This design comes from an exercise in tuning for small area, a short achievable clock period and few clock cycles per item on the open sky130 flow, not from production work. Only simulation tests tie the RTL to the original design; equivalence was not proved.

==> flow/design.v (outline; a module is shown in full before it is edited, if it fits) <==
// module fpu_pipe_unit: 1886 lines
module fpu_pipe_unit #(
    parameter int EXP_W = 8,
    parameter int MAN_W = 23,
    parameter int TAG_W = 4
) (
    input  logic                 clk,
    input  logic                 rst_n,
    input  logic                 in_valid,
    output logic                 in_ready,
    input  logic [1:0]           in_op,
    input  logic [EXP_W+MAN_W:0] in_a,
    input  logic [EXP_W+MAN_W:0] in_b,
    input  logic [TAG_W-1:0]     in_tag,
    output logic                 out_valid,
    input  logic                 out_ready,
    output logic [EXP_W+MAN_W:0] out_y,
    output logic [TAG_W-1:0]     out_tag,
    output logic [3:0]           out_flags,
    output logic [3:0]           sticky,
    input  logic                 sticky_clr
);
  // ...
==> flow/flow/run.sh <==
#!/bin/bash
# Own layout flow: the standard ORFS flow, with plain buf_2 cells as the
# port buffers. All make/tool output goes to a log file in this work folder.
set -euo pipefail
here=$(pwd)
bash standard.sh \
    "BUFFER_PORTS_ARGS=-buffer_cell sky130_fd_sc_hd__buf_2" \
    finish > "$here/standard_flow.log" 2>&1
==> flow/standard.sh <==
#!/bin/bash
# synth_recipe.tcl (not shown) runs the flow's synth.tcl, then flattens the netlist and writes it again
# the make line also repeats each setting of config.mk as NAME=value (left out here)
make -C /OpenROAD-flow-scripts/flow DESIGN_CONFIG=/design/flow/config.mk WORK_HOME=/design/flow/orfs CLKGATE_MAP_FILE= SYNTH_SCRIPT=/design/flow/synth_recipe.tcl "${@:-finish}"
==> flow/config.mk <==
export PLATFORM = sky130hd
export DESIGN_NAME = fpu_pipe_unit
export DESIGN_NICKNAME = fpu_pipe_unit
export VERILOG_FILES = /design/flow/design.v
export SDC_FILE = /design/flow/constraint.sdc
export NUM_CORES = 4
export LEC_CHECK = 0
export ABC_AREA = 1
export CAP_MARGIN = 20
export CORE_MARGIN = 2
export CORE_UTILIZATION = 40
export SETUP_SLACK_MARGIN = 4
export SLEW_MARGIN = 20
==> flow/constraint.sdc <==
create_clock -name core_clock -period 14.0 [get_ports {clk}]
set_input_delay 2.8000 -clock core_clock [delete_from_list [all_inputs] [get_ports {clk}]]
set_output_delay 2.8000 -clock core_clock [all_outputs]
set_load 0.01 [all_outputs]
==> results.cfg, run 1 <==
[grt]
gr-usage-met1_pct = 44.4
grt_pass1_vias = 28294
antenna_found_initial = 1
met3_usage_pct = 4.97

[cts]
root_buffer = clkbuf_16

[sta]
setup_tns_ps = 0
fin_crit_sh_pct = 69.1

[finish]
finalInstanceArea_um2 = 29500
final_cells = 5175
multi_input_gates = 3257
area_growth_pct = 6.20

[worst_setup_path]
slowest_delay_ps = 580
cp.required_ps = 14060
cp.depth = 23
startpoint_type = input pin
reg2reg_from = r_sum[23]

[floorplanning]
die_area_um2 = 71600

[synthesis]
synth-xor-area-share_pct = 10.4
synth_top_family_by_area = adder cells
yosysWarningCount = 1

[place]
pre_cts_ws_ps = 3010

[run_status]
status = finished clean
Testbench counts, summed over its fixed seeds: cycles 4,008, items 4,000.
==> run 2: changes to the inputs <==
==> flow/run.sh (new file) <==
#!/bin/bash
# synth_recipe.tcl (not shown) runs the flow's synth.tcl, then flattens the netlist and writes it again
# the make line also repeats each setting of config.mk as NAME=value (left out here)
make -C /OpenROAD-flow-scripts/flow DESIGN_CONFIG=/design/flow/config.mk WORK_HOME=/design/flow/orfs CLKGATE_MAP_FILE= SYNTH_SCRIPT=/design/flow/synth_recipe.tcl finish
removed: flow/flow/run.sh
removed: flow/standard.sh
==> run 2 against run 1 <==
Net effect:
- first-iteration DRC count up 14%
- critical path depth up 4
- via count up 0.34%
- highest routed layer is now met4
==> results.cfg, run 2 <==
[run_status]
status = finished clean

[finish]
area_growth_pct = 9.08
drive_gt1_share_pct = 4.75
diodes = 0
final_common_cell = nand2_1
reg_top3 = r_sum x28, r_exp x10
max_flop_register = r_sum
mostFrequentLayoutCells = nand2_1 (755), inv_1 (670), xor2_1 (311)
largest_reg_flops = 28
final_nets = 4793

[min_path]
whs_path_depth = 2
min_path_type = register to register
holdPathEnd = sticky_q[3]
min_from = sticky_q[3]

[worst_setup_path]
cp.required_ps = 14060
reg2reg_depth = 26
rrSetupSlack_ps = 8640
startpoint_type = input pin
cp_max_fo = 26
setup.worst_path.end_class = register
crit_arrival_ps = 9750
r2r_end = sticky_q[0]
reg2reg_from = r_sum[23]
critPathKind = input pin to register

[cts]
clock_path_buffers = 2
cts_num_sinks = 52
root_buffer = clkbuf_16
clk_pin_slew_ps = 70
clk_latency_ps = 300
cts_made_buffers = 5
cts_tree = built
cts_htree_levels = 2

[routing]
drt-total-wl_mm = 115
remaining_drc_errors = 0
via_count = 30179
drtPass1Iterations = 8
post_drt_wl_per_cell_um = 22.1
drtIter0Drc = 3795
vias_per_cell = 5.82
drtAntennaViolNets = 0

[synthesis]
yosys.area.top_type = fa_1
yosysWarningCount = 1
synth_area_um2 = 27800
postSynth.asyncResetShare_pct = 9.62
synth_top_area_share_pct = 18.2
synth_most_common_cell = nand2_1
syn-num-nets = 4791
synth_edf_count = 47
yosysSeqAreaShare_pct = 5.53
ys.flop_type = edfxtp_1
syn_inst = 4255
syn_avg_cell_area_um2 = 6.53
yosys-top-cells-count = nand2_1 (768), inv_1 (675), xor2_1 (311)
ys_types = 63
synth_area_leaders = fa_1 (18%), nand2_1 (10%), xor2_1 (9.8%)
synth_seq_cells = 52

[grt]
antenna_found_initial = 0
grt.total_usage_pct = 31.3
grt_pass1_wl_mm = 172
grt_pass1_vias = 28103
grt-ovfl-total = 0
grt_max_degree = 51

[floorplanning]
start_util_pct = 40.4
die_w_um = 268
die_area_um2 = 71600
io_pins = 121
fp.dieH_um = 268
row_count = 96
core_um2 = 68700

[place]
port_buffers = 120
pre_cts_ws_ps = 2660
dp_hpwl_mm = 88.3
gp_congestion = 1.02

[sta]
maxSlewViolCount = 0
post-route-min-period_ps = 9690
hold_viol = 0
setup_tns_ps = 0
worstMarginPinSlew_ps = 1110
fmax_mhz = 103
setup_ws_ps = 4310
rsz0062_at_grt = yes
slew_headroom_pct = 25.4
setup_violations = 0
fin_crit_sh_pct = 69.2
skew_ps = 3.90

[flow_run]
cap_violations = 0
-- run 2: cell counts after synthesis --
No cell type changed its count.
-- run 2: worst max-delay path, stage by stage --
cell and delay, ps:
clkdlybuf4s50_1 490, buf_8 270, inv_2 130, buf_4 230
o21ai_1 170, nand2_4 250, o22ai_1 220, xor2_1 210
fa_1 470, inv_1 100, fa_1 430, fa_1 410
fa_1 510, fa_1 660, ha_1 330, a21oi_1 170
inv_1 70, a211oi_1 200, o21ai_0 110, a21oi_1 240
inv_1 110, a21oi_1 240, o21ai_1 180, a31o_2 250
or2_2 270, nand3_1 120, nand2_1 60
-- run 2: cell type report --
class	instances	area, um2
fill	7392	38400
multi-input combinational	3257	22700
inverter	725	2750
timing repair buffer	212	1930
sequential	52	1540
tap	931	1160
clock buffer	5	125
clock inverter	2	60.1
timing repair inverter	4	22.5
-- run 2: worst max path at each step --
stage | from | to | slack, ps | depth (start not counted)
after floorplan | in_b[21] | r_sum[24] | 5320 | 27
after global placement | in_b[9] | r_sum[25] | 2830 | 39
after detailed placement | in_b[9] | r_sum[25] | 2660 | 39
after CTS | in_b[1] | r_sum[25] | 4020 | 47
after global routing | in_a[25] | r_sum[25] | 3980 | 46
final | in_b[3] | r_sum[21] | 4310 | 27
-- run 2: routing by layer --
layer / global-route usage, % / vias to the layer above / routed length (um)
met1: 43.5 / 14140 / 48400
met2: 48.1 / 1779 / 49400
met3: 5.42 / 266 / 12000
met4: 12.1 / 0 / 5080
li1: - / 13994 / -
met5: 0 / - / 0
-- run 2: what timing repair did --
action                                  CTS  global route
cloned                                    5             3
resized for setup                        14            39
endpoints found under the setup margin   33            24
pin swaps                                 3             5
setup buffers                             0            24
hold buffers                              0             0
-- run 2: logic make-up after synthesis --
group | share of synthesized area (%)
simple gates | 22.5
compound gates | 20.7
fa+ha+maj | 27.6
xor+xnor | 10.4
mux | 0.180
buf+inv | 13.2
flops | 5.53
-- run 2: metrics by stage --
stage | utilization (%) | hold WS (ps) | std cells | area (um2)
after global placement | 43.3 | 474 | 5149 | 29700
after floorplan | - | 528 | 4255 | 27800
final | 44.1 | 499 | 5188 | 30300
after global routing | 44.1 | 544 | 5188 | 30300
after detailed placement | 43.3 | 488 | 5149 | 29700
after CTS | 43.7 | 504 | 5161 | 30000
==> run 3: changes to the inputs <==
--- a/flow/config.mk
+++ b/flow/config.mk
@@ -9,5 +9,5 @@
 export CAP_MARGIN = 20
 export CORE_MARGIN = 2
-export CORE_UTILIZATION = 40
+export CORE_UTILIZATION = 60
 export SETUP_SLACK_MARGIN = 4
 export SLEW_MARGIN = 20
==> run 3 against run 2 <==
Net effect:
- critical path depth fell by 1
- critical path type unchanged
- core utilization rose by 21 points
- still clean on timing, DRC and antenna
- highest routed layer is now met5
- fmax fell by 0.72%
- area after synthesis did not move
- flip-flop and latch count did not move
==> results.cfg, run 3 <==
[run_status]
status = finished clean

[finish]
final_cells = 4858
area_growth_pct = 7.34
largest_reg_flops = 28
reg_top3 = r_sum x28, r_exp x10
finalInstanceArea_um2 = 29800
final_common_cell = nand2_1
fillCellCount = 4302
max_flop_register = r_sum
mostFrequentLayoutCells = nand2_1 (760), inv_1 (671), xor2_1 (311)
final_nets = 4790
drive_gt1_share_pct = 4.58
fin_util_pct = 65.4

[grt]
grt.total_usage_pct = 45.5
grt_pass1_vias = 29290
grt_pass1_wl_mm = 168
antenna_found_initial = 5
busiest_layer = met2
gr-usage-met1_pct = 59.2
grt_max_degree = 70
grt_util_met2_pct = 68.3
grt-ovfl-total = 0
met3_usage_pct = 12.9

[sta]
setup_violations = 0
worstMarginPinSlew_ps = 1010
skew_ps = 8.29
setup_tns_ps = 0
hold_viol = 0
fmax_mhz = 102
rsz0062_at_grt = yes
maxSlewViolCount = 0
fin_crit_sh_pct = 69.7
post-route-min-period_ps = 9760
whs_ps = 507
slew_headroom_pct = 32.2

[synthesis]
synth_seq_cells = 52
synth_edf_count = 47
ys.flop_type = edfxtp_1
ys_types = 63
yosysSeqAreaShare_pct = 5.53
synth_top_area_share_pct = 18.2
synth_most_common_cell = nand2_1
syn_inst = 4255
synth_area_um2 = 27800
synth_area_leaders = fa_1 (18%), nand2_1 (10%), xor2_1 (9.8%)
postSynth.asyncResetShare_pct = 9.62
syn_avg_cell_area_um2 = 6.53
yosys.area.top_type = fa_1
syn-num-nets = 4791
yosysWarningCount = 1
yosys-top-cells-count = nand2_1 (768), inv_1 (675), xor2_1 (311)

[cts]
clk_pin_slew_ps = 80
root_buffer = clkbuf_16
cts_htree_levels = 2
cts_num_sinks = 52
cts_tree = built
clk_latency_ps = 320
cts_made_buffers = 5
clock_path_buffers = 2

[min_path]
whs_path_depth = 2
holdPathEnd = sticky_q[3]
min_path_type = register to register
min_from = sticky_q[3]

[routing]
remaining_drc_errors = 0
drtIter0Drc = 4312
drtAntennaViolNets = 0
drtPass1Iterations = 8
via_count = 31152
vias_per_cell = 6.41
drt-total-wl_mm = 111
post_drt_wl_per_cell_um = 22.8

[floorplanning]
fp.dieH_um = 219
row_count = 78
io_pins = 121
start_util_pct = 61.0
core_um2 = 45600
die_w_um = 219
die_area_um2 = 48000

[worst_setup_path]
critPathTopFamily = adder cells
critPathSlowestCell = fa_1
crit_arrival_ps = 9820
slowest_delay_ps = 530
cp.required_ps = 14060
rrSetupSlack_ps = 8890
worst-path-buf-inv = 7
critPathKind = input pin to register
cp_max_fo = 24
reg2reg_depth = 26
crit_path_frequent_cell = fa_1
r2r_end = sticky_q[0]
startpoint_type = input pin
reg2reg_from = r_sum[24]
setup.worst_path.end_class = register

[flow_run]
cap_violations = 0

[place]
gp_congestion = 1.03
dp_hpwl_mm = 82.5
place_area_um2 = 29400
dp.cells = 4827
port_buffers = 120
## run 3: worst max-delay path by stage
stage,start,to,cells past startpoint
finish,in_b[7],r_sum[23],26
global route,in_b[23],r_sum[25],42
CTS,in_b[9],r_sum[25],45
detailed placement,in_b[9],r_sum[25],39
global placement,in_b[9],r_sum[25],39
floorplan,in_b[21],r_sum[24],27
## run 3: stage by stage
stage	setup WS, ps
2_1_floorplan	5320
3_3_place_gp	2810
3_5_place_dp	2580
4_1_cts	3990
5_1_grt	3950
6_report	4240
## run 3: what timing repair did
action	CTS	global route
endpoints found under the setup margin	23	14
hold buffers	0	0
gates cloned	4	3
hold endpoints to repair	0	0
pin swaps	1	4
gates resized for setup	11	31
buffers inserted	1	12
## run 3: worst reg2reg max path, cell delays in order (launching register included)
cell and delay, ps:
edfxtp_1 510, nor2_1 180, inv_1 50, nor3_1 210, nand2_1 190, nor3_1 210
buf_4 280, nand2_1 70, nand2_1 60, buf_4 260, inv_1 100, buf_4 210
ha_1 300, inv_1 70, fa_1 460, a21oi_1 170, o21bai_1 100, a211o_1 300
nor3_1 190, xor2_1 210, nand3_1 190, nand3_1 190, inv_1 60, o31ai_1 140
inv_1 130, nand2_1 80, a21oi_1 50
## run 3: kinds of logic after synthesis
logic type               share of synthesized area (%)
XOR/XNOR                                          10.4
AND/OR/NAND/NOR                                   22.5
flip-flops                                        5.53
multiplexers                                     0.180
AO/OA/AOI/OAI                                     20.7
adder cells (fa/ha/maj)                           27.6
buffers and inverters                             13.2
## run 3: per-layer routing
metal | routed length (um) | share of wire, %
met4 | 7360 | 6.6
met3 | 15800 | 14
met2 | 45800 | 41
met1 | 41800 | 38
met5 | 55 | 0.050
## run 3: layout make-up
type	instances	area (um2)	share of cell area, %
Antenna cell	3	7.51	0.0252
Clock buffer	5	125	0.419
Clock inverter	3	42.5	0.143
Inverter	725	2750	9.20
Multi-Input combinational cell	3258	22700	76.1
Sequential cell	52	1540	5.15
Tap cell	600	751	2.52
Timing Repair Buffer	210	1900	6.36
Timing Repair inverter	2	10.0	0.0336
==> run 4: changes to the inputs <==
==> flow/flow/run.sh (new file) <==
#!/bin/bash
# Own layout flow: the standard ORFS flow with stronger port buffers and a
# fanout limit for the placement-stage design repair. Every make/tool output
# goes to a log file in this work folder.
set -euo pipefail
here=$(pwd)
bash standard.sh \
    "BUFFER_PORTS_ARGS=-buffer_cell sky130_fd_sc_hd__buf_4" \
    "PRE_RESIZE_TCL=$here/flow/pre_resize.tcl" \
    finish > "$here/standard_flow.log" 2>&1
==> flow/flow/pre_resize.tcl (new file) <==
# Limit fanout so that repair_design buffers the wide Booth-select and
# operand nets instead of leaving them on small drivers.
set_max_fanout 10 [current_design]
==> flow/standard.sh (new file) <==
#!/bin/bash
# synth_recipe.tcl (not shown) runs the flow's synth.tcl, then flattens the netlist and writes it again
# the make line also repeats each setting of config.mk as NAME=value (left out here)
make -C /OpenROAD-flow-scripts/flow DESIGN_CONFIG=/design/flow/config.mk WORK_HOME=/design/flow/orfs CLKGATE_MAP_FILE= SYNTH_SCRIPT=/design/flow/synth_recipe.tcl "${@:-finish}"
--- a/flow/config.mk
+++ b/flow/config.mk
@@ -9,5 +9,5 @@
 export CAP_MARGIN = 20
 export CORE_MARGIN = 2
-export CORE_UTILIZATION = 60
+export CORE_UTILIZATION = 40
 export SETUP_SLACK_MARGIN = 4
 export SLEW_MARGIN = 20
removed: flow/run.sh
==> run 4 against run 3 <==
Net effect:
- still clean on timing, DRC and antenna
- cell area grew 8.8%
- sequential share of layout area down 0.42 points
- worst hold slack lost 1.6 ps
- register-to-register slack got worse by 1500 ps
- clock skew down 4.0 ps
- die area rose by 49%
- global-route usage down 11 points
==> results.cfg, run 4 <==
[synthesis]
synth_seq_cells = 52
syn_inst = 4255
synth_area_um2 = 27800
syn_avg_cell_area_um2 = 6.53
synth_area_leaders = fa_1 (18%), nand2_1 (10%), xor2_1 (9.8%)
yosys-top-cells-count = nand2_1 (768), inv_1 (675), xor2_1 (311)
yosys.area.top_type = fa_1
synth_edf_count = 47
yosysSeqAreaShare_pct = 5.53
syn-num-nets = 4791
postSynth.asyncResetShare_pct = 9.62
synth_top_area_share_pct = 18.2
ys.flop_type = edfxtp_1
ys_types = 63
yosysWarningCount = 1
synth_most_common_cell = nand2_1

[worst_setup_path]
crit_arrival_ps = 10040
r2r_end = sticky_q[0]
critPathKind = input pin to register
worst-path-buf-inv = 10
setup.worst_path.end_class = register
cp.required_ps = 14050
cp_max_fo = 10
reg2reg_depth = 22
setup.worst_path.end = r_sum[24]
cp-startpoint = in_a[11]
critPathTopFamily = adder cells
rrSetupSlack_ps = 7370
startpoint_type = input pin
reg2reg_from = r_sum[27]
slowest_delay_ps = 1070
cp.depth = 26
critPathSlowestCell = clkdlybuf4s50_1

[grt]
grt_pass1_vias = 30161
grt-ovfl-total = 0
grt.total_usage_pct = 34.5
grt_max_degree = 16
antenna_found_initial = 1
grt_pass1_wl_mm = 187

[cts]
ctsHoldBuffers = 0
clk_latency_ps = 300
cts_made_buffers = 5
cts_tree = built
cts_num_sinks = 52
root_buffer = clkbuf_16
clk_pin_slew_ps = 70
clock_path_buffers = 2
cts_htree_levels = 2

[finish]
finalInstanceArea_um2 = 32500
final_nets = 5045
drive_gt1_share_pct = 8.96
mostFrequentLayoutCells = nand2_1 (763), inv_1 (673), xor2_1 (311)
area_growth_pct = 16.8
diodes = 0
fillCellCount = 7277
largest_reg_flops = 28
max_flop_register = r_sum
final_common_cell = nand2_1
final_cells = 5441
reg_top3 = r_sum x28, r_exp x10

[min_path]
min_path_type = register to register

[sta]
rsz0062_at_grt = yes
setup_violations = 0
post-route-min-period_ps = 9990
whs_ps = 506
worstMarginPinSlew_ps = 1090
fmax_mhz = 100
skew_ps = 4.26
slew_headroom_pct = 27.0
maxSlewViolCount = 0
hold_viol = 0
fin_crit_sh_pct = 71.4

[place]
gp_congestion = 1.05
dp.cells = 5430
port_buffers = 120
place_area_um2 = 32300
dp_hpwl_mm = 105

[floorplanning]
die_w_um = 268
core_um2 = 68700
die_area_um2 = 71600
io_pins = 121
start_util_pct = 40.4
fp.dieH_um = 268
row_count = 96

[routing]
post_drt_wl_per_cell_um = 23.2
drtIter0Drc = 4072
via_count = 32053
remaining_drc_errors = 0
drt-total-wl_mm = 126
vias_per_cell = 5.89
drtPass1Iterations = 9
drtAntennaViolNets = 0

[flow_run]
cap_violations = 0

[run_status]
status = finished clean
run 4: stage by stage:
stage / utilization, % / TNS [ps] / worst slack (ps)
floorplan: - / 0 / 5320
global placement: 42.7 / 0 / 3360
detailed placement: 47.0 / -9440 / -961
CTS: 47.3 / 0 / 3890
global route: 47.2 / 0 / 3910
finish: 47.2 / 0 / 4010
run 4: worst min-delay path by stage:
| stage | endpoint | start | cells past startpoint | slack [ps] |
|---|---|---|---|---|
| after floorplan | sticky_q[3] | sticky_q[3] | 2 | 530 |
| after global placement | sticky_q[3] | sticky_q[3] | 2 | 480 |
| after detailed placement | sticky_q[3] | sticky_q[3] | 2 | 500 |
| after CTS | sticky_q[3] | sticky_q[3] | 2 | 510 |
| after global routing | sticky_q[3] | sticky_q[3] | 2 | 550 |
| final | sticky_q[3] | sticky_q[3] | 2 | 510 |
run 4: logic make-up after synthesis:
kind of cell / after synthesis / synth area share, %
fa+ha+maj: 461 / 27.6
xor+xnor: 330 / 10.4
compound gates: 989 / 20.7
mux: 5 / 0.180
buf+inv: 950 / 13.2
simple gates: 1468 / 22.5
flops: 52 / 5.53
run 4: what timing repair did:
item | CTS | global route
resized for setup | 364 | 188
pin swaps | 1 | 3
setup endpoints to repair | 62 | 46
buffers inserted | 2 | 1
run 4: per-layer routing:
| layer | track usage (%) | vias to the layer above | routed length [um] |
|---|---|---|---|
| met5 | 0 | - | 0 |
| met3 | 7.84 | 420 | 14400 |
| met2 | 52.6 | 2128 | 53200 |
| li1 | - | 14537 | - |
| met4 | 15.5 | 0 | 7440 |
| met1 | 46.4 | 14968 | 51100 |
run 4: tightest hold or removal path, cell delays in order (launching register included):
cell	delay, ps
dfrtp_1	350
a21oi_1	40
nor2_1	80
run 4: area by class of cell:
| class | count | area (um2) | area share, % |
|---|---|---|---|
| Clock buffer | 6 | 129 | 0.397 |
| Tap cell | 931 | 1160 | 3.59 |
| Inverter | 725 | 2740 | 8.45 |
| Clock inverter | 2 | 11.3 | 0.0347 |
| Sequential cell | 52 | 1540 | 4.73 |
| Multi-Input combinational cell | 3253 | 22800 | 70.2 |
| Timing Repair Buffer | 472 | 4100 | 12.6 |

==> port drivers added, routing unchanged <==
The results above use ideal ports. As a check the final layouts listed here were re-extracted and re-timed, cells and wires unchanged.
Step 1, drivers: a clkbuf_16 drives clk and a buf_2 each remaining input, both assumed.
Step 2 times the ports against the registers' clock, not the clock port: input delays grow and output delays shrink by t, the midpoint of the rising clock arrivals with the driver on.
Slacks: ideal / step 1 / step 2; pairs: ideal / step 1.
run | t (ns) | slack for setup (ns) | worst setup path after step 2 | slew at the worst register clock pin (ns) | worst data-port slew with drivers (ns)
run 1 | 0.357 | 4.327 / 4.345 / 3.988 | input to register | 0.08 / 0.08 | 0.07
run 2 | 0.344 | 4.309 / 4.326 / 3.982 | input to register | 0.07 / 0.07 | 0.06
run 3 | 0.360 | 4.239 / 4.260 / 3.900 | input to register | 0.08 / 0.08 | 0.07
run 4 | 0.345 | 4.009 / 4.033 / 3.688 | input to register | 0.07 / 0.07 | 0.06
After both steps setup and hold are still met in every run listed.
